What follows belongs to an exercise in optimizing a design on an open flow for small area, a short achievable clock period and few clock cycles per item; a production flow would make more cautious choices.
RTL that was checked went through simulation tests only; none was proved equivalent to the original.
For runs 1 and 2, only the layout was checked, not whether the RTL still works.
No activity file was given, so power comes from the tool's default toggle rates.

===== flow/config.mk =====
export PLATFORM = sky130hd
export DESIGN_NAME = multichannel_window_min_max_sum
export DESIGN_NICKNAME = multichannel_window_min_max_sum
export VERILOG_FILES = /design/flow/design.v
export SDC_FILE = /design/flow/constraint.sdc
export NUM_CORES = 4
export LEC_CHECK = 0
export CAP_MARGIN = 20
export CORE_MARGIN = 2
export CORE_UTILIZATION = 40
export CTS_BUF_LIST = sky130_fd_sc_hd__clkbuf_8
export SETUP_SLACK_MARGIN = 5.0
export SLEW_MARGIN = 20

===== flow/constraint.sdc =====
create_clock -name core_clock -period 8.0 [get_ports {clk}]
set_input_delay 1.6000 -clock core_clock [delete_from_list [all_inputs] [get_ports {clk}]]
set_output_delay 1.6000 -clock core_clock [all_outputs]
set_load 0.01 [all_outputs]

===== flow/design.v =====
package wmms_pkg;
  localparam int SAMPLE_BITS = 12;
  localparam int NUM_CH      = 5;
  localparam int CH_W        = 3;
  localparam int SUM_W       = 28;
  localparam int CNT_W       = 16;
  localparam int CFG_IDX_W   = 2;
  localparam int CFG_DATA_W  = 16;
endpackage
module multichannel_window_min_max_sum (
  input  logic                                  clk,
  input  logic                                  rst,
  input  logic                                  in_valid,
  output logic                                  in_stall,
  input  logic [wmms_pkg::SAMPLE_BITS-1:0]      current_sample,
  input  logic [wmms_pkg::SAMPLE_BITS-1:0]      voltage_sample,
  input  logic [wmms_pkg::SAMPLE_BITS-1:0]      reference_sample,
  input  logic [wmms_pkg::SAMPLE_BITS-1:0]      temperature_sample,
  output logic                                  out_valid,
  input  logic                                  out_stall,
  output logic [wmms_pkg::CH_W-1:0]             channel,
  output logic [wmms_pkg::SUM_W-1:0]            window_sum,
  output logic [wmms_pkg::SAMPLE_BITS-1:0]      window_max,
  output logic [wmms_pkg::SAMPLE_BITS-1:0]      window_min,
  output logic [wmms_pkg::CNT_W-1:0]            scan_total,
  output logic                                  last,
  input  logic                                  cfg_valid,
  output logic                                  cfg_ready,
  input  logic [wmms_pkg::CFG_IDX_W-1:0]        cfg_index,
  input  logic [wmms_pkg::CFG_DATA_W-1:0]       cfg_data
);
  logic [15:0] win_len;
  logic [11:0] offset;
  logic [11:0] neg_off;       
  logic        off_zero;
  assign cfg_ready  = 1'b1;
  assign scan_total = win_len;
  always_ff @(posedge clk) begin
    if (rst) begin
      win_len <= 16'd1008;
      offset  <= 12'd0;
      neg_off  <= 12'd0;
      off_zero <= 1'b1;
    end else if (cfg_valid) begin
      if (cfg_index == 2'd0) win_len <= (cfg_data == 16'd0) ? 16'd1 : cfg_data;
      if (cfg_index == 2'd1) begin
        offset   <= cfg_data[11:0];
        neg_off  <= 12'd0 - cfg_data[11:0];
        off_zero <= (cfg_data[11:0] == 12'd0);
      end
    end
  end
  logic        adv;
  logic [11:0] in_corr [4];    
  logic [3:0]  in_ok;           
  logic [11:0] raw     [4];
  logic [15:0] rem;           
  logic        in_first;      
  logic        in_close;
  logic        accept;
  logic        sk_v, sk_close, sk_first;
  logic [11:0] sk_d [4];
  logic [3:0]  sk_ok;
  logic        src_v, src_close, src_first, enter;
  logic [11:0] src_d [4];
  logic [3:0]  src_ok;
  logic [2:0]  gap;           
  logic        gap_ok;
  assign adv = !(out_valid && out_stall);
  assign raw[0] = current_sample;
  assign raw[1] = voltage_sample;
  assign raw[2] = reference_sample;
  assign raw[3] = temperature_sample;
  always_comb begin
    for (int k = 0; k < 4; k++) begin
      logic [12:0] d;
      d = {1'b0, raw[k]} + {1'b0, neg_off};
      in_corr[k] = d[11:0];
      in_ok[k]   = d[12] || off_zero;
    end
  end
  assign in_stall = sk_v;
  assign accept   = in_valid && !sk_v;
  assign in_close = (rem == 16'd1);
  assign src_v     = sk_v || accept;
  assign src_close = sk_v ? sk_close : in_close;
  assign src_first = sk_v ? sk_first : in_first;
  always_comb begin
    for (int k = 0; k < 4; k++) src_d[k] = sk_v ? sk_d[k] : in_corr[k];
    src_ok = sk_v ? sk_ok : in_ok;
  end
  assign gap_ok = gap[2];
  assign enter = adv && src_v && (!src_close || gap_ok);
  always_ff @(posedge clk) begin
    if (rst) begin
      rem      <= 16'd1008;
      in_first <= 1'b1;
      sk_v     <= 1'b0;
      gap      <= 3'd4;
    end else begin
      if (cfg_valid && cfg_index == 2'd0) begin
        rem <= (cfg_data == 16'd0) ? 16'd1 : cfg_data;
      end else if (accept) begin
        rem <= in_close ? win_len : rem - 16'd1;
      end
      if (accept) in_first <= in_close;
      if (sk_v) begin
        if (enter) sk_v <= 1'b0;
      end else if (accept && !enter) begin
        sk_v <= 1'b1;
      end
      if (adv) begin
        if (enter && src_close) gap <= 3'd0;
        else if (!gap_ok)       gap <= gap + 3'd1;
      end
    end
  end
  always_ff @(posedge clk) begin
    if (!sk_v) begin
      sk_close <= in_close;
      sk_first <= in_first;
      sk_ok    <= in_ok;
      for (int k = 0; k < 4; k++) sk_d[k] <= in_corr[k];
    end
  end
  logic [5:0]  p_v;
  logic [5:0]  p_cl;
  logic [4:0]  p_fi;
  logic [11:0] p0_r [4];      
  logic [3:0]  p0_ok;
  logic [11:0] p0_d [4];      
  logic [11:0] p1_d [3];      
  logic [11:0] p2_d [2];      
  logic [11:0] p3_d;          
  logic [11:0] p1_ms, p1_mc, p2_ms, p2_mc;
  logic        p1_mk, p2_mk;
  logic        p1_s, p2_s;
  logic [15:0] p3_ms, p3_mc;
  logic [11:0] p1_c0, p2_c0;
  logic [3:0]  p2_v1;         
  logic [11:0] p4_pw;
  function automatic logic [31:0] csa(logic [15:0] a, logic [15:0] b, logic [15:0] c);
    csa = {a ^ b ^ c, ((a & b) | (a & c) | (b & c)) << 1};
  endfunction
  function automatic logic [63:0] pprows(logic [11:0] x, logic [3:0] g);
    for (int i = 0; i < 4; i++) pprows[16*i +: 16] = {4'd0, x & {12{g[i]}}} << i;
  endfunction
  function automatic logic [31:0] mstep(logic [11:0] ms, logic [11:0] mc,
                                        logic b0, logic b1,
                                        logic [11:0] x, logic [3:0] g);
    logic [63:0] r;
    logic [31:0] t0, t1, t2, t3;
    r  = pprows(x, g);
    t0 = csa({4'd0, ms}, {4'd0, mc}, r[15:0]);
    t1 = csa(r[31:16], r[47:32], r[63:48]);
    t0[0] = b0;               
    t1[0] = b1;
    t2 = csa(t0[31:16], t0[15:0], t1[31:16]);
    t3 = csa(t2[31:16], t2[15:0], t1[15:0]);
    mstep = t3;
  endfunction
  function automatic logic [25:0] mshift(logic [31:0] p);
    logic [4:0] lo;
    lo = {1'b0, p[19:16]} + {1'b0, p[3:0]};
    mshift = {p[31:20], p[15:4], lo[4], (lo[3:0] != 4'd0)};
  endfunction
  always_comb begin
    for (int k = 0; k < 4; k++) p0_d[k] = p0_r[k] & {12{p0_ok[k]}};
  end
  logic [31:0] ma, mb, mc;
  logic [25:0] sa, sb;
  assign ma = mstep(12'd0, 12'd0, 1'b0, 1'b0, p0_d[0], p0_d[1][3:0]);
  assign mb = mstep(p1_ms, p1_mc, p1_mk, 1'b0, p1_c0, p1_d[0][7:4]);
  assign mc = mstep(p2_ms, p2_mc, p2_mk, p2_s, p2_c0, p2_v1);
  assign sa = mshift(ma);
  assign sb = mshift(mb);
  always_ff @(posedge clk) begin
    if (rst) begin
      p_v <= '0;
    end else if (adv) begin
      p_v <= {p_v[4:0], enter};
    end
  end
  always_ff @(posedge clk) begin
    if (adv) begin
      p_cl  <= {p_cl[4:0], src_close};
      p_fi  <= {p_fi[3:0], src_first};
      for (int k = 0; k < 4; k++) p0_r[k] <= src_d[k];
      p0_ok <= src_ok;
      for (int k = 0; k < 3; k++) p1_d[k] <= p0_d[k+1];
      for (int k = 0; k < 2; k++) p2_d[k] <= p1_d[k+1];
      p3_d  <= p2_d[1];
      {p1_ms, p1_mc, p1_mk, p1_s} <= sa;
      p1_c0 <= p0_d[0];
      {p2_ms, p2_mc, p2_mk} <= sb[25:1];
      p2_s  <= p1_s || sb[0];
      p2_c0 <= p1_c0;
      p2_v1 <= p1_d[0][11:8];
      {p3_ms, p3_mc} <= mc;
      p4_pw <= 12'((p3_ms + p3_mc + 16'd1) >> 4);
    end
  end
  logic [11:0] acc_in [5];
  logic [11:0] a_lo [5];
  logic        a_cy [5];
  logic [15:0] a_hi [5];
  logic [11:0] a_max [5];
  logic [11:0] a_min [5];
  assign acc_in[0] = p0_d[0];
  assign acc_in[1] = p1_d[0];
  assign acc_in[2] = p2_d[0];
  assign acc_in[3] = p3_d;
  assign acc_in[4] = p4_pw;
  always_ff @(posedge clk) begin
    for (int c = 0; c < 5; c++) begin
      if (adv && p_v[c]) begin
        if (p_fi[c]) begin
          a_lo[c]  <= acc_in[c];
          a_cy[c]  <= 1'b0;
          a_hi[c]  <= 16'd0;
          a_max[c] <= acc_in[c];
          a_min[c] <= acc_in[c];
        end else begin
          {a_cy[c], a_lo[c]} <= {1'b0, a_lo[c]} + {1'b0, acc_in[c]};
          a_hi[c]  <= a_hi[c] + {15'd0, a_cy[c]};
          if (acc_in[c] > a_max[c]) a_max[c] <= acc_in[c];
          if (acc_in[c] < a_min[c]) a_min[c] <= acc_in[c];
        end
      end
    end
  end
  logic [4:0] sel;
  always_comb begin
    for (int c = 0; c < 5; c++) sel[c] = p_v[c+1] && p_cl[c+1];
  end
  logic [11:0] o_lo, o_max, o_min;
  logic [15:0] o_hi;
  logic        o_cy;
  always_comb begin
    o_lo  = '0;
    o_cy  = 1'b0;
    o_hi  = '0;
    o_max = '0;
    o_min = '0;
    for (int c = 0; c < 5; c++) begin
      if (sel[c]) begin
        o_lo  = a_lo[c];
        o_cy  = a_cy[c];
        o_hi  = a_hi[c];
        o_max = a_max[c];
        o_min = a_min[c];
      end
    end
  end
  always_ff @(posedge clk) begin
    if (rst) begin
      out_valid <= 1'b0;
    end else if (adv) begin
      out_valid <= |sel;
    end
  end
  always_ff @(posedge clk) begin
    if (adv) begin
      channel    <= {sel[4], sel[2] | sel[3], sel[1] | sel[3]};
      last       <= sel[4];
      window_sum <= {o_hi + {15'd0, o_cy}, o_lo};
      window_max <= o_max;
      window_min <= o_min;
    end
  end
endmodule

===== flow/run.sh =====
#!/bin/bash
# synth_recipe.tcl (not shown) runs the flow's synth.tcl, then flattens the netlist and writes it again
# the make line also repeats each setting of config.mk as NAME=value (left out here)
make -C /OpenROAD-flow-scripts/flow DESIGN_CONFIG=/design/flow/config.mk WORK_HOME=/design/flow/orfs CLKGATE_MAP_FILE= SYNTH_SCRIPT=/design/flow/synth_recipe.tcl finish

==> results of run 1 <==
area by class of cell:
cell class | instances | area, um^2
sequential | 686 | 19500
clock buffer | 126 | 1730
tap | 1265 | 1580
timing repair buffer | 253 | 2250
multi-input combinational | 2337 | 18100
antenna | 1 | 2.50
timing repair inverter | 7 | 55.1
fill | 8758 | 50200
clock inverter | 94 | 591
inverter | 294 | 1160
registers in the layout, summed over array words and instances, names as in the netlist, 12 cells and up:
name / cells
p1_mc: 12
window_sum: 28
p1_d: 36
a_min: 60
window_min: 12
p4_pw: 12
p3_ms: 15
neg_off: 12
sk_d: 48
p0_r: 48
p3_mc: 15
a_lo: 60
p3_d: 12
rem: 16
p1_c0: 12
p2_mc: 12
a_hi: 80
p2_d: 24
a_max: 60
p2_c0: 12
win_len: 16
window_max: 12
stage by stage:
stage,setup WS [ps],utilization [%],total power (uW)
6_report,4860,47.3,10400
5_1_grt,4710,47.3,11100
4_1_cts,4790,46.7,10500
3_5_place_dp,3120,43.5,7230
3_3_place_gp,3160,43.5,7160
2_1_floorplan,3830,-,6480
logic make-up after synthesis:
kind of cell             share of synthesized area [%]
other                                          0.00976
AND/OR/NAND/NOR                                   13.3
adder cells (fa/ha/maj)                           15.4
XOR/XNOR                                          3.37
multiplexers                                     0.726
flip-flops                                        50.7
AO/OA/AOI/OAI                                     12.2
buffers and inverters                             4.28
layout by cell type, fill, tap and decap left out, types with 22 or more instances in the layout:
cell	Yosys	final
a21oi_1	153	138
ha_1	288	266
nor4_1	23	22
clkbuf_8	0	127
nor2_1	305	303
dfxtp_1	111	95
nand3_1	55	54
inv_1	294	310
o211ai_1	43	43
a21o_1	55	55
clkdlybuf4s50_1	0	51
o21ai_0	168	145
edfxtp_1	575	575
o31ai_1	30	28
o21a_1	49	49
fa_1	116	111
and3_1	36	36
nor3_1	87	81
buf_2	9	50
clkinv_1	0	28
a221oi_1	26	23
a221o_1	25	25
a31oi_1	49	46
a211oi_1	34	33
buf_4	8	87
and2_1	136	131
xor2_1	87	87
nor2b_1	36	33
nand4_1	36	36
nand2_1	233	215
xnor2_1	61	61
report_power, final:
group          internal (uW)  switching (uW)  total, uW
clock                   1680            1490       3170
sequential              4460             383       4840
combinational           1070            1320       2390
worst max path at each step:
stage / to / slack (ps)
after floorplan: a_min[2][0]$_DFFE_PP_ / 3830
after global placement: a_min[1][1]$_DFFE_PP_ / 3160
after detailed placement: a_min[1][2]$_DFFE_PP_ / 3120
after CTS: p2_s$_DFFE_PN_ / 4790
after global routing: p2_s$_DFFE_PN_ / 4710
final: p2_s$_DFFE_PN_ / 4860
worst max-delay path: stages, from the launching register on:
cell	delay, ps
edfxtp_1	410
buf_12	150
and2_4	130
fa_1	520
inv_2	40
fa_1	470
inv_1	50
fa_1	460
fa_1	490
nor3_2	110
nand2_1	100
per-layer routing:
metal,share of wire [%],track usage (%),vias to the layer above
met5,0,0,-
met4,2.8,5.34,0
met3,6.0,3.38,173
met2,45,30.8,768
met1,46,28.2,13000
li1,-,-,13000
repair_timing:
action,in CTS,in global routing
pin swaps,44,53
buffers inserted,55,28
resized for setup,380,69
setup endpoints to repair,556,121
cloned,13,3
==> impl_metrics.env, run 1 <==
export IMPL_status="complete, no violations"
export IMPL_syn_num_nets=3912
export IMPL_grt_first_pass_wirelength_mm=150
export IMPL_drive_gt1_share_pct=14.0
export IMPL_dp_cells=4743
export IMPL_cts_hold_buf=0
export IMPL_start_kind="register"
export IMPL_tightest_slew_ps=966
export IMPL_timing_rr_end="p2_s$_DFFE_PN_"
export IMPL_grt_start_max_net_pins=93
export IMPL_clk_path_buf_depth=3
export IMPL_yosys_area_top_type_share_pct=44.9
export IMPL_rrSetupSlack_ps=4860
export IMPL_hold_class="reg -> reg"
export IMPL_initial_core_util_pct=40.4
export IMPL_yosys_warnings=15
export IMPL_cts_root_buf="clkbuf_8"
export IMPL_antenna_left=0
export IMPL_arrival_ps=3650
export IMPL_crit_path_end_kind="register"
export IMPL_dieArea_um2=98600
export IMPL_synth_edf_count=575
export IMPL_final_area_um2=45000
export IMPL_avgRoutedWirePerCell_um=19.4
export IMPL_fin_setup_tns_ps=0
export IMPL_via_per_inst=5.32
export IMPL_grt_remaining_overflow=0
export IMPL_final_max_slew_viol_count=0
export IMPL_setup_viol=0
export IMPL_cts_made_buffers=120
export IMPL_drt_iter0_drc=2228
export IMPL_postSynthAreaPerCell_um2=11.2
export IMPL_critical_path_startpoint="p1_d[0][4]$_DFFE_PN_"
export IMPL_asyncSetResetFlopFracSynth_pct=0
export IMPL_power_density_nw_per_um2=231
export IMPL_hold_viol_final=0
export IMPL_rsz0062_at_grt="yes"
export IMPL_dp_hpwl_mm=68.0
export IMPL_holdWs_ps=385
export IMPL_yosysTopAreaCell="edfxtp_1"
export IMPL_cts_tree="built"
export IMPL_drv_cap=0
export IMPL_min_from="p1_d[1][9]$_DFFE_PN_"
export IMPL_crit_fanout=4
export IMPL_ir_worst_vdd_v=0.000127
export IMPL_wirelength_mm=98.3
export IMPL_track_usage_pct=19.7
export IMPL_drc_errors=0
export IMPL_clock_skew_ps=51.0
export IMPL_required_ps=8500
export IMPL_port_buffers=144
export IMPL_synth_area_um2=38400
export IMPL_first_pass_iters=5
export IMPL_p_leak_uw=0.0185
export IMPL_synth_distinct_cells=79
export IMPL_maxSlewHeadroom_pct=35.4
export IMPL_die_h_um=314
export IMPL_crit_type="reg -> reg"
export IMPL_core_um2=95200
export IMPL_boundaryPins=146
export IMPL_place_gp_congestion=0.865
export IMPL_max_freq_ghz=0.318
export IMPL_grt_pass1_vias=25800
export IMPL_clk_pin_slew_worst_paths_ps=60
export IMPL_synth_most_common_cell="edfxtp_1"
export IMPL_cts_sinks=686
export IMPL_cts_htree_levels=3
export IMPL_synth_flop_cell="edfxtp_1"
export IMPL_final_nets=4174
export IMPL_fin_crit_sh_pct=39.3
export IMPL_rows=113
export IMPL_yosys_top_cells_area="edfxtp_1 45%, ha_1 9.4%, fa_1 6.0%"
export IMPL_min_to="p2_d[0][9]$_DFFE_PN_"
export IMPL_rr_worst_depth=10
export IMPL_via_count=26900
export IMPL_holdPathStages=0
export IMPL_ys_ff_latch=686
export IMPL_syn_to_final_growth_pct=17.0
export IMPL_antenna_found_initial=1
export IMPL_regToRegStartpoint="p1_d[0][4]$_DFFE_PN_"
export IMPL_dieWidth_um=314
export IMPL_fin_cells=5063
export IMPL_placed_area_um2=41400
export IMPL_synth_cells=3437
export IMPL_clkLatencyLatePin_ps=770
export IMPL_layout_min_cycle_time_ps=3140
export IMPL_synth_commonest_cells="575 x edfxtp_1, 305 x nor2_1, 294 x inv_1"
export IMPL_ys_seq_area_share_pct=50.7
==> run 2, diff against run 1 <==
--- a/flow/design.v
+++ b/flow/design.v
@@ -132,48 +132,52 @@
   logic [11:0] p1_d [3];      
   logic [11:0] p2_d [2];      
   logic [11:0] p3_d;          
-  logic [11:0] p1_ms, p1_mc, p2_ms, p2_mc;
-  logic        p1_mk, p2_mk;
-  logic        p1_s, p2_s;
-  logic [15:0] p3_ms, p3_mc;
-  logic [11:0] p1_c0, p2_c0;
-  logic [3:0]  p2_v1;         
-  logic [11:0] p4_pw;
-  function automatic logic [31:0] csa(logic [15:0] a, logic [15:0] b, logic [15:0] c);
+  logic [11:0] p1_ms, p1_mc;
+  logic        p1_mk, p1_s, p2_s;
+  logic [17:0] p2_ms, p2_mc;
+  logic [11:0] p1_c0;
+  logic [11:0] p3_pw, p4_pw;
+  function automatic logic [35:0] csa(logic [17:0] a, logic [17:0] b, logic [17:0] c);
     csa = {a ^ b ^ c, ((a & b) | (a & c) | (b & c)) << 1};
   endfunction
-  function automatic logic [63:0] pprows(logic [11:0] x, logic [3:0] g);
-    for (int i = 0; i < 4; i++) pprows[16*i +: 16] = {4'd0, x & {12{g[i]}}} << i;
-  endfunction
-  function automatic logic [31:0] mstep(logic [11:0] ms, logic [11:0] mc,
-                                        logic b0, logic b1,
-                                        logic [11:0] x, logic [3:0] g);
-    logic [63:0] r;
-    logic [31:0] t0, t1, t2, t3;
+  function automatic logic [107:0] pprows(logic [11:0] x, logic [5:0] g);
+    for (int i = 0; i < 6; i++) pprows[18*i +: 18] = {6'd0, x & {12{g[i]}}} << i;
+  endfunction
+  function automatic logic [25:0] mstep1(logic [11:0] x, logic [5:0] g);
+    logic [107:0] r;
+    logic [35:0]  ta, tb, tc, td;
+    logic [6:0]   lo;
     r  = pprows(x, g);
-    t0 = csa({4'd0, ms}, {4'd0, mc}, r[15:0]);
-    t1 = csa(r[31:16], r[47:32], r[63:48]);
-    t0[0] = b0;               
-    t1[0] = b1;
-    t2 = csa(t0[31:16], t0[15:0], t1[31:16]);
-    t3 = csa(t2[31:16], t2[15:0], t1[15:0]);
-    mstep = t3;
-  endfunction
-  function automatic logic [25:0] mshift(logic [31:0] p);
-    logic [4:0] lo;
-    lo = {1'b0, p[19:16]} + {1'b0, p[3:0]};
-    mshift = {p[31:20], p[15:4], lo[4], (lo[3:0] != 4'd0)};
+    ta = csa(r[17:0], r[35:18], r[53:36]);
+    tb = csa(r[71:54], r[89:72], r[107:90]);
+    tc = csa(ta[35:18], ta[17:0], tb[35:18]);
+    td = csa(tc[35:18], tc[17:0], tb[17:0]);
+    lo = {1'b0, td[23:18]} + {1'b0, td[5:0]};
+    mstep1 = {td[35:24], td[17:6], lo[6], (lo[5:0] != 6'd0)};
+  endfunction
+  function automatic logic [35:0] mstep2(logic [11:0] ms, logic [11:0] mc, logic mk,
+                                         logic [11:0] x, logic [5:0] g);
+    logic [107:0] r;
+    logic [35:0]  ta, tb, tc, td, te, tf;
+    r  = pprows(x, g);
+    ta = csa({6'd0, ms}, {6'd0, mc}, r[17:0]);
+    tb = csa(r[35:18], r[53:36], r[71:54]);
+    ta[0] = mk;               
+    tc = csa(ta[35:18], ta[17:0], tb[35:18]);
+    td = csa(tb[17:0], r[89:72], r[107:90]);
+    te = csa(tc[35:18], tc[17:0], td[35:18]);
+    tf = csa(te[35:18], te[17:0], td[17:0]);
+    mstep2 = tf;
   endfunction
   always_comb begin
     for (int k = 0; k < 4; k++) p0_d[k] = p0_r[k] & {12{p0_ok[k]}};
   end
-  logic [31:0] ma, mb, mc;
-  logic [25:0] sa, sb;
-  assign ma = mstep(12'd0, 12'd0, 1'b0, 1'b0, p0_d[0], p0_d[1][3:0]);
-  assign mb = mstep(p1_ms, p1_mc, p1_mk, 1'b0, p1_c0, p1_d[0][7:4]);
-  assign mc = mstep(p2_ms, p2_mc, p2_mk, p2_s, p2_c0, p2_v1);
-  assign sa = mshift(ma);
-  assign sb = mshift(mb);
+  logic [25:0] ma;
+  logic [35:0] mb;
+  logic [17:0] mr;
+  assign ma = mstep1(p0_d[0], p0_d[1][5:0]);
+  assign mb = mstep2(p1_ms, p1_mc, p1_mk, p1_c0, p1_d[0][11:6]);
+  assign mr = p2_ms + p2_mc + {14'd0, p2_s, !p2_s, !p2_s, !p2_s};
   always_ff @(posedge clk) begin
     if (rst) begin
       p_v <= '0;
@@ -190,14 +194,12 @@
       for (int k = 0; k < 3; k++) p1_d[k] <= p0_d[k+1];
       for (int k = 0; k < 2; k++) p2_d[k] <= p1_d[k+1];
       p3_d  <= p2_d[1];
-      {p1_ms, p1_mc, p1_mk, p1_s} <= sa;
+      {p1_ms, p1_mc, p1_mk, p1_s} <= ma;
       p1_c0 <= p0_d[0];
-      {p2_ms, p2_mc, p2_mk} <= sb[25:1];
-      p2_s  <= p1_s || sb[0];
-      p2_c0 <= p1_c0;
-      p2_v1 <= p1_d[0][11:8];
-      {p3_ms, p3_mc} <= mc;
-      p4_pw <= 12'((p3_ms + p3_mc + 16'd1) >> 4);
+      {p2_ms, p2_mc} <= mb;
+      p2_s  <= p1_s;
+      p3_pw <= mr[17:6];
+      p4_pw <= p3_pw;
     end
   end
   logic [11:0] acc_in [5];
==> impl_metrics.env, run 2 <==
export IMPL_synth_cells=3336
export IMPL_required_ps=8480
export IMPL_asyncSetResetFlopFracSynth_pct=0
export IMPL_crit_fanout=7
export IMPL_holdPathStages=0
export IMPL_synth_commonest_cells="549 x edfxtp_1, 344 x nand2_1, 293 x ha_1"
export IMPL_status="complete, no violations"
export IMPL_cts_hold_buf=0
export IMPL_via_per_inst=5.31
export IMPL_fin_crit_sh_pct=41.7
export IMPL_cp_slowest_stage_delay_ps=550
export IMPL_first_pass_iters=5
export IMPL_rsz0062_at_grt="yes"
export IMPL_max_freq_ghz=0.300
export IMPL_syn_num_nets=3816
export IMPL_cts_made_buffers=111
export IMPL_synth_most_common_cell="edfxtp_1"
export IMPL_crit_path_cell_trace="buf_12 > nand2_8 > clkinvlp_4 > nand2_2 > fa_1 > fa_1 > inv_1 > ha_4 > ha_2 > fa_2 > nor3_2 > o211ai_1"
export IMPL_maxSlewHeadroom_pct=34.1
export IMPL_cts_tree="built"
export IMPL_dieArea_um2=94900
export IMPL_drv_cap=0
export IMPL_setup_viol=0
export IMPL_initial_core_util_pct=40.3
export IMPL_hold_class="reg -> reg"
export IMPL_regMostFlops="a_hi"
export IMPL_layout_min_cycle_time_ps=3340
export IMPL_final_cell_mix="549 x edfxtp_1, 323 x nand2_1, 292 x inv_1, 266 x ha_1, 202 x nor2_1"
export IMPL_drt_iter0_drc=2222
export IMPL_cts_htree_levels=3
export IMPL_rows=111
export IMPL_dp_hpwl_mm=63.6
export IMPL_synth_distinct_cells=68
export IMPL_drc_errors=0
export IMPL_yosys_top_cells_area="edfxtp_1 45%, ha_1 9.9%, fa_1 6.3%"
export IMPL_yosys_area_top_type_share_pct=44.6
export IMPL_clock_skew_ps=44.1
export IMPL_fin_setup_tns_ps=0
export IMPL_via_count=26100
export IMPL_place_gp_congestion=0.854
export IMPL_tightest_slew_ps=985
export IMPL_boundaryPins=146
export IMPL_clkLatencyLatePin_ps=750
export IMPL_final_nets=4106
export IMPL_syn_to_final_growth_pct=18.7
export IMPL_cp_slowest_cell="fa_1"
export IMPL_track_usage_pct=19.3
export IMPL_crit_path_end_kind="register"
export IMPL_cts_sinks=660
export IMPL_largest_reg_flops=80
export IMPL_drive_gt1_share_pct=16.9
export IMPL_port_buffers=144
export IMPL_grt_pass1_vias=24800
export IMPL_synth_flop_cell="edfxtp_1"
export IMPL_synth_area_um2=37000
export IMPL_cp_top_family="adder cells"
export IMPL_die_h_um=308
export IMPL_arrival_ps=3820
export IMPL_wirelength_mm=93.1
export IMPL_rr_worst_depth=12
export IMPL_postSynthAreaPerCell_um2=11.1
export IMPL_final_max_slew_viol_count=0
export IMPL_core_um2=91700
export IMPL_clk_pin_slew_worst_paths_ps=60
export IMPL_dieWidth_um=308
export IMPL_ys_ff_latch=660
export IMPL_start_kind="register"
export IMPL_final_common_cell="edfxtp_1"
export IMPL_antenna_found_initial=4
export IMPL_cts_root_buf="clkbuf_8"
export IMPL_yosys_warnings=15
export IMPL_cp_num_buf_inv=3
export IMPL_hold_viol_final=0
export IMPL_grt_remaining_overflow=0
export IMPL_antenna_left=0
export IMPL_power_density_nw_per_um2=233
export IMPL_p_leak_uw=0.0182
export IMPL_avgRoutedWirePerCell_um=19.0
export IMPL_grt_start_max_net_pins=172
export IMPL_synth_edf_count=549
export IMPL_clk_path_buf_depth=3
export IMPL_crit_type="reg -> reg"
export IMPL_path_common_cell="fa_1"
export IMPL_grt_first_pass_wirelength_mm=142
export IMPL_holdWs_ps=410
export IMPL_ir_worst_vdd_v=0.000145
export IMPL_cp_depth=12
export IMPL_yosysTopAreaCell="edfxtp_1"
export IMPL_ys_seq_area_share_pct=50.6
## run 2: cell types whose count changed in the layout (fill, tap and decap cells not counted), moves of 36 or more
cell	delta
nand2_1	+108
and2_1	-67
buf_4	+36
nor2_1	-101
nor3_1	-40
a211oi_1	+37
## run 2: area by class of cell
type / instances / area [um^2]
diodes: 3 / 7.51
clock buffers: 119 / 1640
clock inverters: 87 / 507
fillers: 8435 / 47700
inverters: 277 / 1150
multi-input cells: 2272 / 17700
flip-flops and latches: 660 / 18700
well taps: 1186 / 1480
repair buffers: 300 / 2630
repair inverters: 4 / 38.8
## run 2: path summary, 6_finish.rpt
| kind | from | to | slack [ps] |
|---|---|---|---|
| max | p0_ok[1]$_DFFE_PN_ | p1_s$_DFFE_PN_ | 4660 |
| min | p3_pw[6]$_DFFE_PN_ | p4_pw[6]$_DFFE_PN_ | 410 |
| max reg2reg | p0_ok[1]$_DFFE_PN_ | p1_s$_DFFE_PN_ | 4660 |
| min reg2reg | p3_pw[6]$_DFFE_PN_ | p4_pw[6]$_DFFE_PN_ | 410 |
## run 2: repair_timing
| item | CTS | global route |
|---|---|---|
| hold endpoints to repair | 0 | 0 |
| buffers inserted | 83 | 46 |
| gates cloned | 6 | 4 |
| setup endpoints to repair | 627 | 211 |
| pin swaps | 73 | 93 |
| gates resized for setup | 449 | 162 |
## run 2: cells by family (layout without fill, tap and decap cells)
kind of cell / count (synthesis) / in the layout / share of synthesized area (%)
simple gates: 935 / 937 / 12.0
compound gates: 753 / 753 / 12.9
flops: 660 / 660 / 50.6
fa+ha+maj: 409 / 409 / 16.2
buf+inv: 406 / 787 / 4.17
xor+xnor: 153 / 153 / 3.62
mux: 19 / 19 / 0.562
other cells: 1 / 4 / 0.0101
## run 2: metrics by stage
stage | std cells | instance area, um^2 | util (%) | setup WS, ps | total power [uW]
finish | 4908 | 43900 | 47.9 | 4660 | 10200
detailed placement | 4560 | 39900 | 43.5 | 3330 | 7140
floorplan | 3336 | 37300 | - | 3950 | 6380
CTS | 4855 | 43100 | 47.0 | 4700 | 10200
global route | 4906 | 43900 | 47.9 | 4590 | 10900
global placement | 4560 | 39900 | 43.5 | 3370 | 7080
## run 2: power breakdown
| part | internal, uW | total, uW | switching [uW] |
|---|---|---|---|
| clock network | 1510 | 2930 | 1420 |
| logic | 1200 | 2650 | 1450 |
| registers | 4300 | 4640 | 335 |
## run 2: per-layer routing
metal | track usage (%) | up-vias | part of all wire, %
li1 | - | 12600 | -
met1 | 27.7 | 12500 | 46
met2 | 29.7 | 771 | 45
met3 | 3.48 | 161 | 6.3
met4 | 5.92 | 0 | 2.7
met5 | 0 | - | 0
==> run 3, diff against run 2 <==
--- a/flow/design.v
+++ b/flow/design.v
@@ -146,14 +146,27 @@
   function automatic logic [25:0] mstep1(logic [11:0] x, logic [5:0] g);
     logic [107:0] r;
     logic [35:0]  ta, tb, tc, td;
-    logic [6:0]   lo;
+    logic [5:0]   gl, pl;
+    logic         k, zero;
+    logic [6:0]   tx, tg;
     r  = pprows(x, g);
     ta = csa(r[17:0], r[35:18], r[53:36]);
     tb = csa(r[71:54], r[89:72], r[107:90]);
     tc = csa(ta[35:18], ta[17:0], tb[35:18]);
     td = csa(tc[35:18], tc[17:0], tb[17:0]);
-    lo = {1'b0, td[23:18]} + {1'b0, td[5:0]};
-    mstep1 = {td[35:24], td[17:6], lo[6], (lo[5:0] != 6'd0)};
+    gl = td[23:18] & td[5:0];
+    pl = td[23:18] | td[5:0];
+    k  = gl[5] | (pl[5] & gl[4]) | (&pl[5:4] & gl[3]) | (&pl[5:3] & gl[2])
+       | (&pl[5:2] & gl[1]);
+    tx[0] = 1'b1;
+    tg[0] = 1'b1;
+    for (int i = 1; i <= 6; i++) begin
+      tx[i] = tx[i-1] & !x[i-1];
+      tg[i] = tg[i-1] & !g[i-1];
+    end
+    zero = 1'b0;
+    for (int i = 0; i <= 6; i++) zero = zero | (tx[i] & tg[6-i]);
+    mstep1 = {td[35:24], td[17:6], k, !zero};
   endfunction
   function automatic logic [35:0] mstep2(logic [11:0] ms, logic [11:0] mc, logic mk,
                                          logic [11:0] x, logic [5:0] g);
--- a/flow/config.mk
+++ b/flow/config.mk
@@ -9,5 +9,5 @@
 export CORE_MARGIN = 2
 export CORE_UTILIZATION = 40
 export CTS_BUF_LIST = sky130_fd_sc_hd__clkbuf_8
-export SETUP_SLACK_MARGIN = 5.0
+export SETUP_SLACK_MARGIN = 4.8
 export SLEW_MARGIN = 20
==> impl_metrics.env, run 3 <==
export IMPL_status="complete, no violations"
export IMPL_syn_to_final_growth_pct=16.9
export IMPL_hold_class="reg -> reg"
export IMPL_via_count=25900
export IMPL_drv_cap=0
export IMPL_rr_worst_depth=8
export IMPL_critical_path_startpoint="current_sample[3]"
export IMPL_cp_slowest_cell="clkdlybuf4s50_1"
export IMPL_crit_path_cell_trace="clkdlybuf4s50_1 > ha_4 > nand2_1 > o21ai_2 > o41ai_4 > o311ai_2 > o22ai_1 > xnor2_1 > mux2_2"
export IMPL_setup_viol=0
export IMPL_final_nets=4027
export IMPL_asyncSetResetFlopFracSynth_pct=0
export IMPL_power_density_nw_per_um2=238
export IMPL_synth_commonest_cells="549 x edfxtp_1, 352 x nand2_1, 289 x ha_1"
export IMPL_crit_path_end_kind="register"
export IMPL_layout_min_cycle_time_ps=3250
export IMPL_cts_root_buf="clkbuf_8"
export IMPL_critPathCapture="p0_r[0][11]$_DFFE_PN_"
export IMPL_yosysTopAreaCell="edfxtp_1"
export IMPL_grt_remaining_overflow=0
export IMPL_postSynthAreaPerCell_um2=11.1
export IMPL_timing_rr_end="p2_ms[7]$_DFFE_PN_"
export IMPL_port_buffers=144
export IMPL_grt_met2_usage_pct=29.4
export IMPL_holdWs_ps=394
export IMPL_rrSetupSlack_ps=4900
export IMPL_yosys_warnings=15
export IMPL_cts_htree_levels=3
export IMPL_yosys_top_cells_area="edfxtp_1 44%, ha_1 9.7%, fa_1 6.2%"
export IMPL_arrival_ps=3720
export IMPL_synth_area_um2=37200
export IMPL_maxSlewHeadroom_pct=45.0
export IMPL_synth_edf_count=549
export IMPL_grt_first_pass_wirelength_mm=142
export IMPL_fin_crit_sh_pct=40.7
export IMPL_ys_seq_area_share_pct=50.3
export IMPL_boundaryPins=146
export IMPL_synth_cells=3347
export IMPL_antenna_left=0
export IMPL_dieArea_um2=95500
export IMPL_ir_worst_vdd_v=0.000130
export IMPL_cts_sinks=660
export IMPL_antenna_found_initial=1
export IMPL_crit_type="in -> reg"
export IMPL_final_common_cell="edfxtp_1"
export IMPL_crit_fanout=4
export IMPL_rows=111
export IMPL_final_cell_mix="549 x edfxtp_1, 340 x nand2_1, 294 x inv_1, 274 x ha_1, 184 x nor2_1"
export IMPL_initial_core_util_pct=40.5
export IMPL_clkLatencyLatePin_ps=770
export IMPL_final_area_um2=43500
export IMPL_cp_slowest_stage_delay_ps=460
export IMPL_met3_usage_pct=3.49
export IMPL_fill_cells=8479
export IMPL_ys_ff_latch=660
export IMPL_grt_start_max_net_pins=85
export IMPL_grt_pass1_vias=24800
export IMPL_clk_pin_slew_worst_paths_ps=60
export IMPL_place_gp_congestion=0.847
export IMPL_max_freq_ghz=0.307
export IMPL_required_ps=8460
export IMPL_tightest_slew_ps=825
export IMPL_p_leak_uw=0.0178
export IMPL_rsz0062_at_grt="yes"
export IMPL_drt_iter0_drc=2137
export IMPL_placed_area_um2=40200
export IMPL_hold_viol_final=0
export IMPL_syn_num_nets=3822
export IMPL_die_h_um=309
export IMPL_fin_setup_tns_ps=0
export IMPL_synth_flop_cell="edfxtp_1"
export IMPL_dieWidth_um=309
export IMPL_use_met1_pct=27.7
export IMPL_start_kind="primary input"
export IMPL_clock_skew_ps=60.1
export IMPL_top_usage_layer="met2"
export IMPL_wirelength_mm=92.5
export IMPL_drive_gt1_share_pct=11.3
export IMPL_first_pass_iters=5
export IMPL_track_usage_pct=19.2
export IMPL_dp_hpwl_mm=64.3
export IMPL_avgRoutedWirePerCell_um=18.9
export IMPL_cts_made_buffers=113
export IMPL_clk_path_buf_depth=3
export IMPL_synth_most_common_cell="edfxtp_1"
export IMPL_via_per_inst=5.28
export IMPL_regMostFlops="a_hi"
export IMPL_synth_distinct_cells=76
export IMPL_core_um2=91900
export IMPL_regToRegStartpoint="p1_d[0][6]$_DFFE_PN_"
export IMPL_largest_reg_flops=80
export IMPL_finalPower_uw=10300
export IMPL_cts_tree="built"
export IMPL_final_max_slew_viol_count=0
export IMPL_drc_errors=0
export IMPL_yosys_area_top_type_share_pct=44.3
## run 3: cell count changes after synthesis, moves of 12 or more
cell and change:
xnor2_1 +32, nor2_1 -18, nand3_1 +18, xor2_1 -13, nor3_1 +22, buf_2 +12, o21ai_0 -34, o21bai_1 +17
o31ai_1 -15, nand4_1 +13, nand2b_1 -13, a211oi_1 -12, or3_1 -21
## run 3: cell type report
type | count | area, um^2 | share of cell area, %
Antenna cell | 1 | 2.50 | 0.00576
Clock buffer | 123 | 1690 | 3.89
Clock inverter | 91 | 613 | 1.41
Inverter | 278 | 1100 | 2.54
Multi-Input combinational cell | 2272 | 17600 | 40.5
Sequential cell | 660 | 18700 | 43.1
Tap cell | 1243 | 1560 | 3.58
Timing Repair Buffer | 221 | 2140 | 4.93
Timing Repair inverter | 6 | 53.8 | 0.124
## run 3: worst min-delay path by stage
stage                          start                     to  slack (ps)  depth (start not counted)
2_1_floorplan   p1_d[1][0]$_DFFE_PN_   p2_d[0][0]$_DFFE_PN_         400                          0
3_3_place_gp   p2_d[1][11]$_DFFE_PN_     p3_d[11]$_DFFE_PN_         400                          0
3_5_place_dp          p1_s$_DFFE_PN_         p2_s$_DFFE_PN_         400                          0
4_1_cts        p1_d[1][10]$_DFFE_PN_  p2_d[0][10]$_DFFE_PN_         380                          0
5_1_grt        p1_d[1][10]$_DFFE_PN_  p2_d[0][10]$_DFFE_PN_         400                          0
6_report       p1_d[1][10]$_DFFE_PN_  p2_d[0][10]$_DFFE_PN_         390                          0
## run 3: power by group
part / total [uW] / internal, uW / switching, uW
Sequential: 4670 / 4320 / 351
Clock: 3100 / 1660 / 1440
Combinational: 2570 / 1140 / 1430
Total: 10300 / 7110 / 3230
## run 3: metal layers
layer | routed length [um] | vias to the layer above | part of all wire [%]
met5 | 0 | - | 0
met4 | 2500 | 0 | 2.7
met3 | 5670 | 150 | 6.1
met2 | 41400 | 782 | 45
met1 | 42900 | 12400 | 46
li1 | - | 12500 | -
## run 3: repair_timing
item,4_1_cts,5_1_grt
setup endpoints to repair,532,183
cloned,7,3
setup buffers,25,21
hold buffers,0,0
resized for setup,146,79
pin swaps,13,36
## run 3: critical path: cells and delay by family
family	cells	cell delay [ps]
adders and majority gates	1	310
AOI/OAI and AO/OA	4	840
xor gates and xnor gates	1	150
muxes	1	280
and+or+nand+nor	1	60
buffers and inverters	1	460
## run 3: cell families (layout without fill, tap and decap cells)
family / Yosys count / count (layout) / share of synthesized area [%]
other: 1 / 2 / 0.0101
DFF: 660 / 660 / 50.3
AOI/OAI and AO/OA: 723 / 723 / 12.5
muxes: 25 / 25 / 0.753
and+or+nand+nor: 946 / 946 / 12.2
adders and majority gates: 405 / 405 / 15.9
buffers and inverters: 415 / 719 / 4.28
xor gates and xnor gates: 172 / 172 / 4.05
## run 3: stage by stage
stage                     utilization [%]  worst slack (ps)  std cells
final                                47.3              4750       4895
after global placement               43.7              2800       4624
after CTS                            46.6              4800       4870
after detailed placement             43.7              2720       4624
after global routing                 47.3              4740       4895
after floorplan                         -              3880       3347
Testbench counts of run 3, summed over its fixed seeds: cycles 49,965, scans 49,741.
==> run 4, diff against run 3 <==
--- a/flow/config.mk
+++ b/flow/config.mk
@@ -9,5 +9,5 @@
 export CORE_MARGIN = 2
 export CORE_UTILIZATION = 40
 export CTS_BUF_LIST = sky130_fd_sc_hd__clkbuf_8
-export SETUP_SLACK_MARGIN = 4.8
+export SETUP_SLACK_MARGIN = 5.0
 export SLEW_MARGIN = 20
==> impl_metrics.env, run 4 <==
export IMPL_yosysTopAreaCell="edfxtp_1"
export IMPL_boundaryPins=146
export IMPL_yosys_warnings=15
export IMPL_hold_class="reg -> reg"
export IMPL_dp_hpwl_mm=64.1
export IMPL_cts_made_buffers=111
export IMPL_final_cell_mix="549 x edfxtp_1, 331 x nand2_1, 304 x inv_1, 265 x ha_1, 184 x nor2_1"
export IMPL_via_count=26000
export IMPL_crit_path_cell_trace="buf_4 > clkbuf_16 > nand2_1 > fa_2 > fa_2 > fa_1 > inv_1 > fa_1"
export IMPL_start_kind="register"
export IMPL_asyncSetResetFlopFracSynth_pct=0
export IMPL_final_max_slew_viol_count=0
export IMPL_core_um2=91900
export IMPL_arrival_ps=3520
export IMPL_yosys_top_cells_area="edfxtp_1 44%, ha_1 9.7%, fa_1 6.2%"
export IMPL_cts_root_buf="clkbuf_8"
export IMPL_fill_cells=8444
export IMPL_clock_skew_ps=56.8
export IMPL_cp_slowest_stage_delay_ps=560
export IMPL_rows=111
export IMPL_ys_ff_latch=660
export IMPL_largest_reg_flops=80
export IMPL_port_buffers=144
export IMPL_yosys_area_top_type_share_pct=44.3
export IMPL_setup_viol=0
export IMPL_cp_slowest_cell="fa_2"
export IMPL_final_nets=4081
export IMPL_power_density_nw_per_um2=233
export IMPL_regToRegStartpoint="p1_d[0][8]$_DFFE_PN_"
export IMPL_rsz0062_at_grt="yes"
export IMPL_grt_start_max_net_pins=90
export IMPL_regArea_um2=18700
export IMPL_first_pass_iters=8
export IMPL_grt_remaining_overflow=0
export IMPL_ys_seq_area_share_pct=50.3
export IMPL_clkPwrFrac_pct=28.5
export IMPL_antenna_found_initial=1
export IMPL_regMostFlops="a_hi"
export IMPL_seqPwrFrac_pct=45.4
export IMPL_cts_htree_levels=3
export IMPL_crit_fanout=7
export IMPL_die_h_um=309
export IMPL_drt_iter0_drc=1968
export IMPL_fin_setup_tns_ps=0
export IMPL_synth_area_um2=37200
export IMPL_postSynthAreaPerCell_um2=11.1
export IMPL_clk_path_buf_depth=3
export IMPL_via_per_inst=5.26
export IMPL_cellInternalPower_uw=7080
export IMPL_place_gp_congestion=0.853
export IMPL_drc_errors=0
export IMPL_required_ps=8490
export IMPL_status="complete, no violations"
export IMPL_swShare_pct=31.2
export IMPL_clk_pin_slew_worst_paths_ps=60
export IMPL_critPathCapture="p2_ms[8]$_DFFE_PN_"
export IMPL_synth_distinct_cells=76
export IMPL_tightest_slew_ps=910
export IMPL_initial_core_util_pct=40.5
export IMPL_drive_gt1_share_pct=15.7
export IMPL_crit_path_end_kind="register"
export IMPL_drv_cap=0
export IMPL_avgRoutedWirePerCell_um=19.1
export IMPL_cts_tree="built"
export IMPL_p_comb_share_pct=26.1
export IMPL_track_usage_pct=19.6
export IMPL_cts_hold_buf=0
export IMPL_synth_most_common_cell="edfxtp_1"
export IMPL_dieWidth_um=309
export IMPL_maxSlewHeadroom_pct=39.3
export IMPL_synth_commonest_cells="549 x edfxtp_1, 352 x nand2_1, 289 x ha_1"
export IMPL_finish_utilization_pct=48.0
export IMPL_final_common_cell="edfxtp_1"
export IMPL_hold_viol_final=0
export IMPL_timing_rr_end="p2_ms[8]$_DFFE_PN_"
export IMPL_fin_crit_sh_pct=37.9
export IMPL_dieArea_um2=95500
export IMPL_grt_pass1_vias=25100
export IMPL_multi_input_area_um2=17900
export IMPL_antenna_left=0
export IMPL_layout_min_cycle_time_ps=3030
export IMPL_grt_first_pass_wirelength_mm=145
export IMPL_synth_cells=3347
export IMPL_rr_worst_depth=8
export IMPL_cts_sinks=660
export IMPL_syn_num_nets=3822
export IMPL_wirelength_mm=94.2
export IMPL_ir_worst_vdd_v=0.000160
export IMPL_p_leak_uw=0.0180
export IMPL_syn_to_final_growth_pct=18.6
export IMPL_clkLatencyLatePin_ps=760
export IMPL_critical_path_startpoint="p1_d[0][8]$_DFFE_PN_"
export IMPL_rrSetupSlack_ps=4970
export IMPL_synth_edf_count=549
export IMPL_max_freq_ghz=0.330
export IMPL_crit_type="reg -> reg"
export IMPL_switching_power_uw=3220
export IMPL_synth_flop_cell="edfxtp_1"
## run 4: cell count changes in the layout (fill, tap and decap cells not counted), sizes merged
cell,delta
dlymetal6s2s,+1
clkdlybuf4s15,+42
dlygate4sd2,-68
clkbuf,+12
bufbuf,+2
clkdlybuf4s50,-13
clkinv,-12
inv,+11
buf,+73
bufinv,-1
## run 4: timing repair
item	CTS	global route
setup endpoints to repair	625	219
pin swaps	46	68
endpoints found under the hold margin	0	0
buffers inserted	73	30
resized for setup	349	117
gates cloned	10	1
## run 4: per-layer routing
layer / vias to the layer above / global-route usage (%) / wire length (um)
li1: 12600 / - / -
met1: 12500 / 28.1 / 43700
met2: 700 / 30.6 / 42900
met3: 144 / 3.27 / 5200
met4: 0 / 5.53 / 2390
met5: - / 0 / 0
## run 4: cell type report
cell class,count,share of cell area (%)
Sequential cell,660,42.5
Multi-Input combinational cell,2272,40.5
Timing Repair Buffer,276,5.94
Clock buffer,117,3.65
Tap cell,1243,3.52
Inverter,278,2.53
Clock inverter,88,1.22
Timing Repair inverter,7,0.159
Antenna cell,1,0.00567
## run 4: logic make-up after synthesis
logic type                 count (synthesis)  synth area share [%]
adders and majority gates                405                  15.9
DFF                                      660                  50.3
other                                      1                0.0101
muxes                                     25                 0.753
and+or+nand+nor                          946                  12.2
xor gates and xnor gates                 172                  4.05
AOI/OAI and AO/OA                        723                  12.5
buffers and inverters                    415                  4.28
## run 4: worst min path at each step
stage,start,to,cells past startpoint
floorplan,p1_d[1][0]$_DFFE_PN_,p2_d[0][0]$_DFFE_PN_,0
global placement,p2_d[1][5]$_DFFE_PN_,p3_d[5]$_DFFE_PN_,0
detailed placement,p1_d[1][4]$_DFFE_PN_,p2_d[0][4]$_DFFE_PN_,0
CTS,p1_d[2][0]$_DFFE_PN_,p2_d[1][0]$_DFFE_PN_,0
global route,p2_d[1][7]$_DFFE_PN_,p3_d[7]$_DFFE_PN_,0
finish,p1_d[2][0]$_DFFE_PN_,p2_d[1][0]$_DFFE_PN_,0
## run 4: metrics by stage
| step | hold slack, ps | setup slack, ps | instance area (um^2) | power (uW) | std cells |
|---|---|---|---|---|---|
| global route | 422 | 4860 | 44100 | 11000 | 4942 |
| CTS | 417 | 4990 | 43600 | 10300 | 4910 |
| global placement | 402 | 2890 | 40400 | 7180 | 4622 |
| detailed placement | 405 | 2830 | 40400 | 7270 | 4622 |
| floorplan | 400 | 3880 | 37800 | 6460 | 3347 |
| finish | 413 | 4970 | 44100 | 10300 | 4942 |
## run 4: power groups by stage
stage | Clock, uW | Combinational, uW | Sequential [uW]
6_report | 2940 | 2690 | 4670
5_1_grt | 3170 | 3140 | 4720
4_1_cts | 3020 | 2630 | 4680
3_5_place_dp | 0 | 2510 | 4760
3_3_place_gp | 0 | 2430 | 4750
2_1_floorplan | 0 | 1910 | 4550
## run 4: critical path, delay by kind of cell, from the launching register on
| family | cells | cell delay, ps |
|---|---|---|
| flip-flops | 1 | 360 |
| adder cells (fa/ha/maj) | 4 | 1960 |
| AND/OR/NAND/NOR | 1 | 80 |
| buffers and inverters | 3 | 350 |
==> run 5, diff against run 4 <==
--- a/flow/design.v
+++ b/flow/design.v
@@ -29,20 +29,25 @@
   input  logic [wmms_pkg::CFG_IDX_W-1:0]        cfg_index,
   input  logic [wmms_pkg::CFG_DATA_W-1:0]       cfg_data
 );
-  logic [15:0] win_len;
+  logic [15:0] win_len;       
+  logic        win_zero;      
   logic [11:0] offset;
   logic [11:0] neg_off;       
   logic        off_zero;
   assign cfg_ready  = 1'b1;
-  assign scan_total = win_len;
-  always_ff @(posedge clk) begin
-    if (rst) begin
-      win_len <= 16'd1008;
+  assign scan_total = {win_len[15:1], win_len[0] | win_zero};
+  always_ff @(posedge clk) begin
+    if (rst) begin
+      win_len  <= 16'd1008;
+      win_zero <= 1'b0;
       offset  <= 12'd0;
       neg_off  <= 12'd0;
       off_zero <= 1'b1;
     end else if (cfg_valid) begin
-      if (cfg_index == 2'd0) win_len <= (cfg_data == 16'd0) ? 16'd1 : cfg_data;
+      if (cfg_index == 2'd0) begin
+        win_len  <= cfg_data;
+        win_zero <= (cfg_data == 16'd0);
+      end
       if (cfg_index == 2'd1) begin
         offset   <= cfg_data[11:0];
         neg_off  <= 12'd0 - cfg_data[11:0];
@@ -81,7 +86,7 @@
   end
   assign in_stall = sk_v;
   assign accept   = in_valid && !sk_v;
-  assign in_close = (rem == 16'd1);
+  assign in_close = (rem[15:1] == 15'd0);
   assign src_v     = sk_v || accept;
   assign src_close = sk_v ? sk_close : in_close;
   assign src_first = sk_v ? sk_first : in_first;
@@ -99,7 +104,7 @@
       gap      <= 3'd4;
     end else begin
       if (cfg_valid && cfg_index == 2'd0) begin
-        rem <= (cfg_data == 16'd0) ? 16'd1 : cfg_data;
+        rem <= cfg_data;
       end else if (accept) begin
         rem <= in_close ? win_len : rem - 16'd1;
       end
--- a/flow/config.mk
+++ b/flow/config.mk
@@ -11,3 +11,4 @@
 export CTS_BUF_LIST = sky130_fd_sc_hd__clkbuf_8
 export SETUP_SLACK_MARGIN = 5.0
 export SLEW_MARGIN = 20
+export TNS_END_PERCENT = 30
==> impl_metrics.env, run 5 <==
export IMPL_setup_ws_ps=4850
export IMPL_synth_commonest_cells="549 x edfxtp_1, 331 x nand2_1, 288 x ha_1"
export IMPL_dp_hpwl_mm=63.1
export IMPL_required_ps=8370
export IMPL_place_gp_congestion=0.842
export IMPL_yosysTopAreaCell="edfxtp_1"
export IMPL_die_h_um=309
export IMPL_power_density_nw_per_um2=237
export IMPL_max_freq_ghz=0.317
export IMPL_synth_cells=3374
export IMPL_via_count=25700
export IMPL_arrival_ps=3520
export IMPL_cts_root_buf="clkbuf_8"
export IMPL_swShare_pct=30.7
export IMPL_holdWs_ps=372
export IMPL_dieArea_um2=95700
export IMPL_antenna_found_initial=2
export IMPL_tightest_slew_ps=1060
export IMPL_largest_reg_flops=80
export IMPL_ir_worst_vdd_v=0.000131
export IMPL_finish_utilization_pct=47.0
export IMPL_synth_distinct_cells=73
export IMPL_clock_skew_ps=59.9
export IMPL_maxSlewHeadroom_pct=29.1
export IMPL_drv_cap=0
export IMPL_core_um2=92100
export IMPL_cts_sinks=661
export IMPL_fin_setup_tns_ps=0
export IMPL_yosys_area_top_type_share_pct=44.2
export IMPL_crit_fanout=66
export IMPL_grt_first_pass_wirelength_mm=140
export IMPL_grt_start_max_net_pins=92
export IMPL_seqPwrFrac_pct=45.3
export IMPL_layout_min_cycle_time_ps=3150
export IMPL_final_cell_mix="549 x edfxtp_1, 320 x nand2_1, 284 x inv_1, 282 x ha_1, 255 x nor2_1"
export IMPL_dieWidth_um=309
export IMPL_postSynthAreaPerCell_um2=11.0
export IMPL_final_max_slew_viol_count=0
export IMPL_crit_path_end_kind="register"
export IMPL_syn_num_nets=3848
export IMPL_first_pass_iters=5
export IMPL_yosys_top_cells_area="edfxtp_1 44%, ha_1 9.7%, fa_1 6.2%"
export IMPL_regMostFlops="a_hi"
export IMPL_fill_cells=8484
export IMPL_clkPwrFrac_pct=30.2
export IMPL_status="complete, no violations"
export IMPL_clk_path_buf_depth=3
export IMPL_drc_errors=0
export IMPL_fin_crit_sh_pct=39.4
export IMPL_setup_viol=0
export IMPL_track_usage_pct=18.9
export IMPL_final_area_um2=43300
export IMPL_rows=111
export IMPL_cts_made_buffers=112
export IMPL_via_per_inst=5.23
export IMPL_start_kind="primary input"
export IMPL_hold_viol_final=0
export IMPL_boundaryPins=146
export IMPL_antenna_left=0
export IMPL_rsz0062_at_grt="yes"
export IMPL_ys_ff_latch=661
export IMPL_final_nets=4051
export IMPL_ys_seq_area_share_pct=50.2
export IMPL_cellInternalPower_uw=7120
export IMPL_cts_hold_buf=0
export IMPL_p_comb_share_pct=24.5
export IMPL_hold_class="reg -> reg"
export IMPL_placed_area_um2=40000
export IMPL_crit_type="in -> reg"
export IMPL_grt_pass1_vias=24500
export IMPL_yosys_warnings=15
export IMPL_avgRoutedWirePerCell_um=18.6
export IMPL_wirelength_mm=91.4
export IMPL_final_common_cell="edfxtp_1"
export IMPL_initial_core_util_pct=40.5
export IMPL_synth_edf_count=549
export IMPL_drive_gt1_share_pct=12.0
export IMPL_cts_htree_levels=3
export IMPL_dp_slack_ps=3540
export IMPL_synth_flop_cell="edfxtp_1"
export IMPL_switching_power_uw=3160
export IMPL_clkLatencyLatePin_ps=780
export IMPL_drt_iter0_drc=2059
export IMPL_asyncSetResetFlopFracSynth_pct=0
export IMPL_p_leak_uw=0.0180
export IMPL_cts_tree="built"
export IMPL_synth_area_um2=37300
export IMPL_port_buffers=144
export IMPL_clk_pin_slew_worst_paths_ps=60
export IMPL_syn_to_final_growth_pct=16.1
export IMPL_synth_most_common_cell="edfxtp_1"
export IMPL_grt_remaining_overflow=0
## run 5: cell count changes in the layout (fill, tap and decap cells not counted), sizes merged, moves of 20 or more
| cell | before | now |
|---|---|---|
| nand2 | 352 | 332 |
| buf | 147 | 108 |
| nor2 | 187 | 257 |
| clkdlybuf4s50 | 44 | 65 |
| xor2 | 81 | 107 |
| clkdlybuf4s15 | 42 | 18 |
## run 5: logic make-up after synthesis
family,count (synthesis),share of synthesized area (%)
AOI/OAI and AO/OA,701,11.8
xor gates and xnor gates,189,4.44
adders and majority gates,404,15.9
buffers and inverters,404,4.35
DFF,661,50.2
muxes,28,0.842
other,1,0.0101
and+or+nand+nor,986,12.5
## run 5: per-stage QoR
step | instances | total power (uW)
floorplan | 3374 | 6400
global placement | 4641 | 7100
detailed placement | 4641 | 7170
CTS | 4907 | 10400
global route | 4919 | 11000
finish | 4919 | 10300
## run 5: repair_timing
| item | in CTS | in global routing |
|---|---|---|
| pin swaps | 43 | 4 |
| endpoints found under the setup margin | 611 | 295 |
| buffers inserted | 47 | 7 |
| gates cloned | 7 | 4 |
| resized for setup | 287 | 46 |
## run 5: cell type report
class / count / area, um^2 / share of cell area [%]
Inverter: 259 / 1030 / 2.37
Clock inverter: 86 / 588 / 1.36
Tap cell: 1243 / 1560 / 3.59
Timing Repair Buffer: 228 / 2290 / 5.30
Multi-Input combinational cell: 2309 / 17300 / 39.9
Clock buffer: 126 / 1730 / 4.01
Antenna cell: 1 / 2.50 / 0.00578
Sequential cell: 661 / 18800 / 43.3
Timing Repair inverter: 6 / 46.3 / 0.107
## run 5: final timing paths
check        depth (start not counted)               endpoint            startpoint  slack, ps
min                                  0   p2_d[0][2]$_DFFE_PN_  p1_d[1][2]$_DFFE_PN_        370
max                                  5  a_max[1][5]$_DFFE_PP_             out_stall       4850
min reg2reg                          0   p2_d[0][2]$_DFFE_PN_  p1_d[1][2]$_DFFE_PN_        370
max reg2reg                          8    p2_ms[10]$_DFFE_PN_  p1_d[0][6]$_DFFE_PN_       4890
## run 5: power by group through the flow
| stage | logic [uW] | clock network (uW) | registers, uW |
|---|---|---|---|
| 2_1_floorplan | 1870 | 0 | 4540 |
| 3_3_place_gp | 2370 | 0 | 4730 |
| 3_5_place_dp | 2440 | 0 | 4740 |
| 4_1_cts | 2530 | 3200 | 4660 |
| 5_1_grt | 2950 | 3330 | 4690 |
| 6_report | 2520 | 3100 | 4650 |
## run 5: worst max-delay path, cell delays in order
cell	delay, ps
clkdlybuf4s50_1	400
and2_4	250
inv_16	250
nand2_8	110
nor2_1	830
## run 5: routing by layer
layer,up-vias,wire length (um),track usage [%]
met5,-,0,0
met4,0,2350,5.45
met3,145,5030,2.83
met1,12400,43800,27.8
met2,675,40200,28.9
li1,12500,-,-
Testbench counts of run 5, summed over its fixed seeds: cycles 49,965, scans 49,741.
==> run 6, diff against run 5 <==
--- a/flow/config.mk
+++ b/flow/config.mk
@@ -11,4 +11,3 @@
 export CTS_BUF_LIST = sky130_fd_sc_hd__clkbuf_8
 export SETUP_SLACK_MARGIN = 5.0
 export SLEW_MARGIN = 20
-export TNS_END_PERCENT = 30
==> impl_metrics.env, run 6 <==
export IMPL_status="complete, no violations"
export IMPL_synth_area_um2=37300
export IMPL_track_usage_pct=19.3
export IMPL_crit_path_end_kind="output port"
export IMPL_yosys_area_top_type_share_pct=44.2
export IMPL_first_pass_iters=5
export IMPL_rsz0062_at_grt="yes"
export IMPL_met3_usage_pct=3.05
export IMPL_clk_pin_slew_worst_paths_ps=60
export IMPL_grt_first_pass_wirelength_mm=143
export IMPL_crit_path_cell_trace="or2_4 > buf_6"
export IMPL_synth_commonest_cells="549 x edfxtp_1, 331 x nand2_1, 288 x ha_1"
export IMPL_cts_hold_buf=0
export IMPL_grt_met2_usage_pct=29.6
export IMPL_cts_tree="built"
export IMPL_fin_crit_sh_pct=37.9
export IMPL_syn_num_nets=3848
export IMPL_synth_most_common_cell="edfxtp_1"
export IMPL_avgRoutedWirePerCell_um=18.7
export IMPL_setup_viol=0
export IMPL_antenna_left=0
export IMPL_cts_root_buf="clkbuf_8"
export IMPL_yosys_warnings=15
export IMPL_cts_sinks=661
export IMPL_antenna_found_initial=3
export IMPL_synth_flop_cell="edfxtp_1"
export IMPL_required_ps=6400
export IMPL_synth_edf_count=549
export IMPL_top_usage_layer="met2"
export IMPL_final_cell_mix="549 x edfxtp_1, 307 x nand2_1, 278 x inv_1, 275 x ha_1, 252 x nor2_1"
export IMPL_cp_top_family="flip-flops"
export IMPL_dieArea_um2=95700
export IMPL_grt_start_max_net_pins=90
export IMPL_dp_hpwl_mm=63.4
export IMPL_holdWs_ps=409
export IMPL_fill_cells=8403
export IMPL_initial_core_util_pct=40.5
export IMPL_asyncSetResetFlopFracSynth_pct=0
export IMPL_finalPower_uw=10200
export IMPL_via_per_inst=5.24
export IMPL_cp_num_buf_inv=1
export IMPL_crit_fanout=2
export IMPL_dp_cells=4649
export IMPL_boundaryPins=146
export IMPL_clock_skew_ps=45.4
export IMPL_syn_to_final_growth_pct=17.7
export IMPL_largest_reg_flops=80
export IMPL_final_common_cell="edfxtp_1"
export IMPL_cts_htree_levels=3
export IMPL_ir_worst_vdd_v=0.000135
export IMPL_drv_cap=0
export IMPL_place_gp_congestion=0.846
export IMPL_arrival_ps=1430
export IMPL_postSynthAreaPerCell_um2=11.0
export IMPL_tightest_slew_ps=996
export IMPL_p_leak_uw=0.0179
export IMPL_maxSlewHeadroom_pct=33.4
export IMPL_port_buffers=144
export IMPL_grt_remaining_overflow=0
export IMPL_max_freq_ghz=0.330
export IMPL_fin_setup_tns_ps=0
export IMPL_core_um2=92100
export IMPL_regMostFlops="a_hi"
export IMPL_cp_slowest_stage_delay_ps=310
export IMPL_fin_cells=4975
export IMPL_synth_cells=3374
export IMPL_hold_class="reg -> reg"
export IMPL_crit_type="reg -> out"
export IMPL_drt_iter0_drc=2126
export IMPL_yosys_top_cells_area="edfxtp_1 44%, ha_1 9.7%, fa_1 6.2%"
export IMPL_yosysTopAreaCell="edfxtp_1"
export IMPL_drive_gt1_share_pct=15.1
export IMPL_finish_utilization_pct=47.7
export IMPL_power_density_nw_per_um2=233
export IMPL_ys_seq_area_share_pct=50.2
export IMPL_via_count=26100
export IMPL_synth_distinct_cells=73
export IMPL_clkLatencyLatePin_ps=770
export IMPL_cp_slowest_cell="dfxtp_1"
export IMPL_wirelength_mm=93.2
export IMPL_clk_path_buf_depth=3
export IMPL_die_h_um=309
export IMPL_final_max_slew_viol_count=0
export IMPL_layout_min_cycle_time_ps=3030
export IMPL_use_met1_pct=28.0
export IMPL_grt_pass1_vias=25100
export IMPL_cts_made_buffers=112
export IMPL_drc_errors=0
export IMPL_start_kind="register"
export IMPL_final_nets=4109
export IMPL_ys_ff_latch=661
export IMPL_dieWidth_um=309
export IMPL_rows=111
export IMPL_hold_viol_final=0
-- run 6: where the power goes --
part | leakage, uW | switching [uW] | internal [uW]
registers | 0.00657 | 330 | 4310
logic | 0.0101 | 1450 | 1230
clock network | 0.00122 | 1430 | 1480
-- run 6: cell type report --
cell class / instances / area [um^2] / area share [%]
sequential: 661 / 18800 / 42.8
multi-input combinational: 2309 / 17600 / 40.1
timing repair buffer: 285 / 2750 / 6.26
clock buffer: 116 / 1600 / 3.64
tap: 1243 / 1560 / 3.54
inverter: 259 / 1030 / 2.34
clock inverter: 94 / 536 / 1.22
timing repair inverter: 7 / 55.1 / 0.125
antenna: 1 / 2.50 / 0.00570
-- run 6: path summary, 6_finish.rpt --
check	from	endpoint	slack (ps)	cells after the start
setup reg to reg	p0_ok[0]$_DFFE_PN_	p1_mk$_DFFE_PN_	4970	10
setup / recovery	win_zero$_SDFFE_PP0P_	scan_total[0]	4970	2
hold / removal	p1_d[1][0]$_DFFE_PN_	p2_d[0][0]$_DFFE_PN_	410	0
hold reg to reg	p1_d[1][0]$_DFFE_PN_	p2_d[0][0]$_DFFE_PN_	410	0
-- run 6: layer usage --
metal	up-vias	routed length, um
li1	12600	-
met5	-	7
met2	760	41400
met1	12500	43500
met4	2	2710
met3	170	5490
-- run 6: timing repair --
item | CTS | global route
endpoints found under the setup margin | 555 | 203
gates resized for setup | 366 | 107
buffers inserted | 60 | 42
pin swaps | 37 | 67
gates cloned | 10 | 3
-- run 6: stage by stage --
step	setup WS, ps	area [um^2]
floorplan	4090	37600
global placement	3410	40200
detailed placement	3400	40200
CTS	4890	43100
global route	4870	43900
finish	4970	43900
-- run 6: kinds of logic after synthesis --
family | after synthesis | share of synthesized area, %
muxes | 28 | 0.842
buffers and inverters | 404 | 4.35
other | 1 | 0.0101
and+or+nand+nor | 986 | 12.5
xor gates and xnor gates | 189 | 4.44
adders and majority gates | 404 | 15.9
DFF | 661 | 50.2
AOI/OAI and AO/OA | 701 | 11.8
-- run 6: worst register-to-register path, stage by stage (launching register included) --
cell,delay [ps]
edfxtp_1,420
buf_6,140
buf_6,130
nand2_4,70
clkinvlp_4,140
nand2_2,100
fa_1,430
fa_1,490
inv_1,50
fa_1,450
maj3_2,350

[port drivers added, routing unchanged]
How much do the figures lean on ideal ports? The routed layouts below were timed once more, with nothing changed but the port constraints.
Step 1 sets driving cells, clkbuf_16 on the clock port and buf_2 on the other inputs (assumed; they add their load-dependent delay and slew).
Step 2 adds t to the input delays and takes it off the output delays; t is the mean of the earliest and latest rising clock arrival at the registers after step 1. Input paths then give back, and output paths get back, about the clock's delay inside the block.
Three values: no drivers, after step 1, after step 2; two values: the first two.
| run | t (ns) | setup WS [ns] | worst hold slack (ns) | worst setup path after step 2 | clock arrival spread, ns |
|---|---|---|---|---|---|
| run 1 | 0.805 | 4.855 / 4.855 / 4.176 | 0.385 / 0.385 / 0.385 | input to register | 0.051 / 0.051 |
| run 2 | 0.797 | 4.663 / 4.663 / 4.190 | 0.410 / 0.410 / 0.410 | input to register | 0.047 / 0.047 |
| run 3 | 0.795 | 4.748 / 4.787 / 3.992 | 0.394 / 0.394 / 0.394 | input to register | 0.060 / 0.060 |
| run 4 | 0.796 | 4.967 / 4.967 / 4.243 | 0.413 / 0.413 / 0.413 | input to register | 0.061 / 0.061 |
| run 5 | 0.810 | 4.847 / 4.887 / 4.077 | 0.372 / 0.372 / 0.372 | input to register | 0.060 / 0.061 |
| run 6 | 0.809 | 4.968 / 4.907 / 4.272 | 0.409 / 0.409 / 0.409 | input to register | 0.045 / 0.046 |
After both steps setup and hold are still met in every run listed. The setup slack of run 5, which loses most, moves by +0.040 ns with the drivers and by -0.770 ns with both steps.
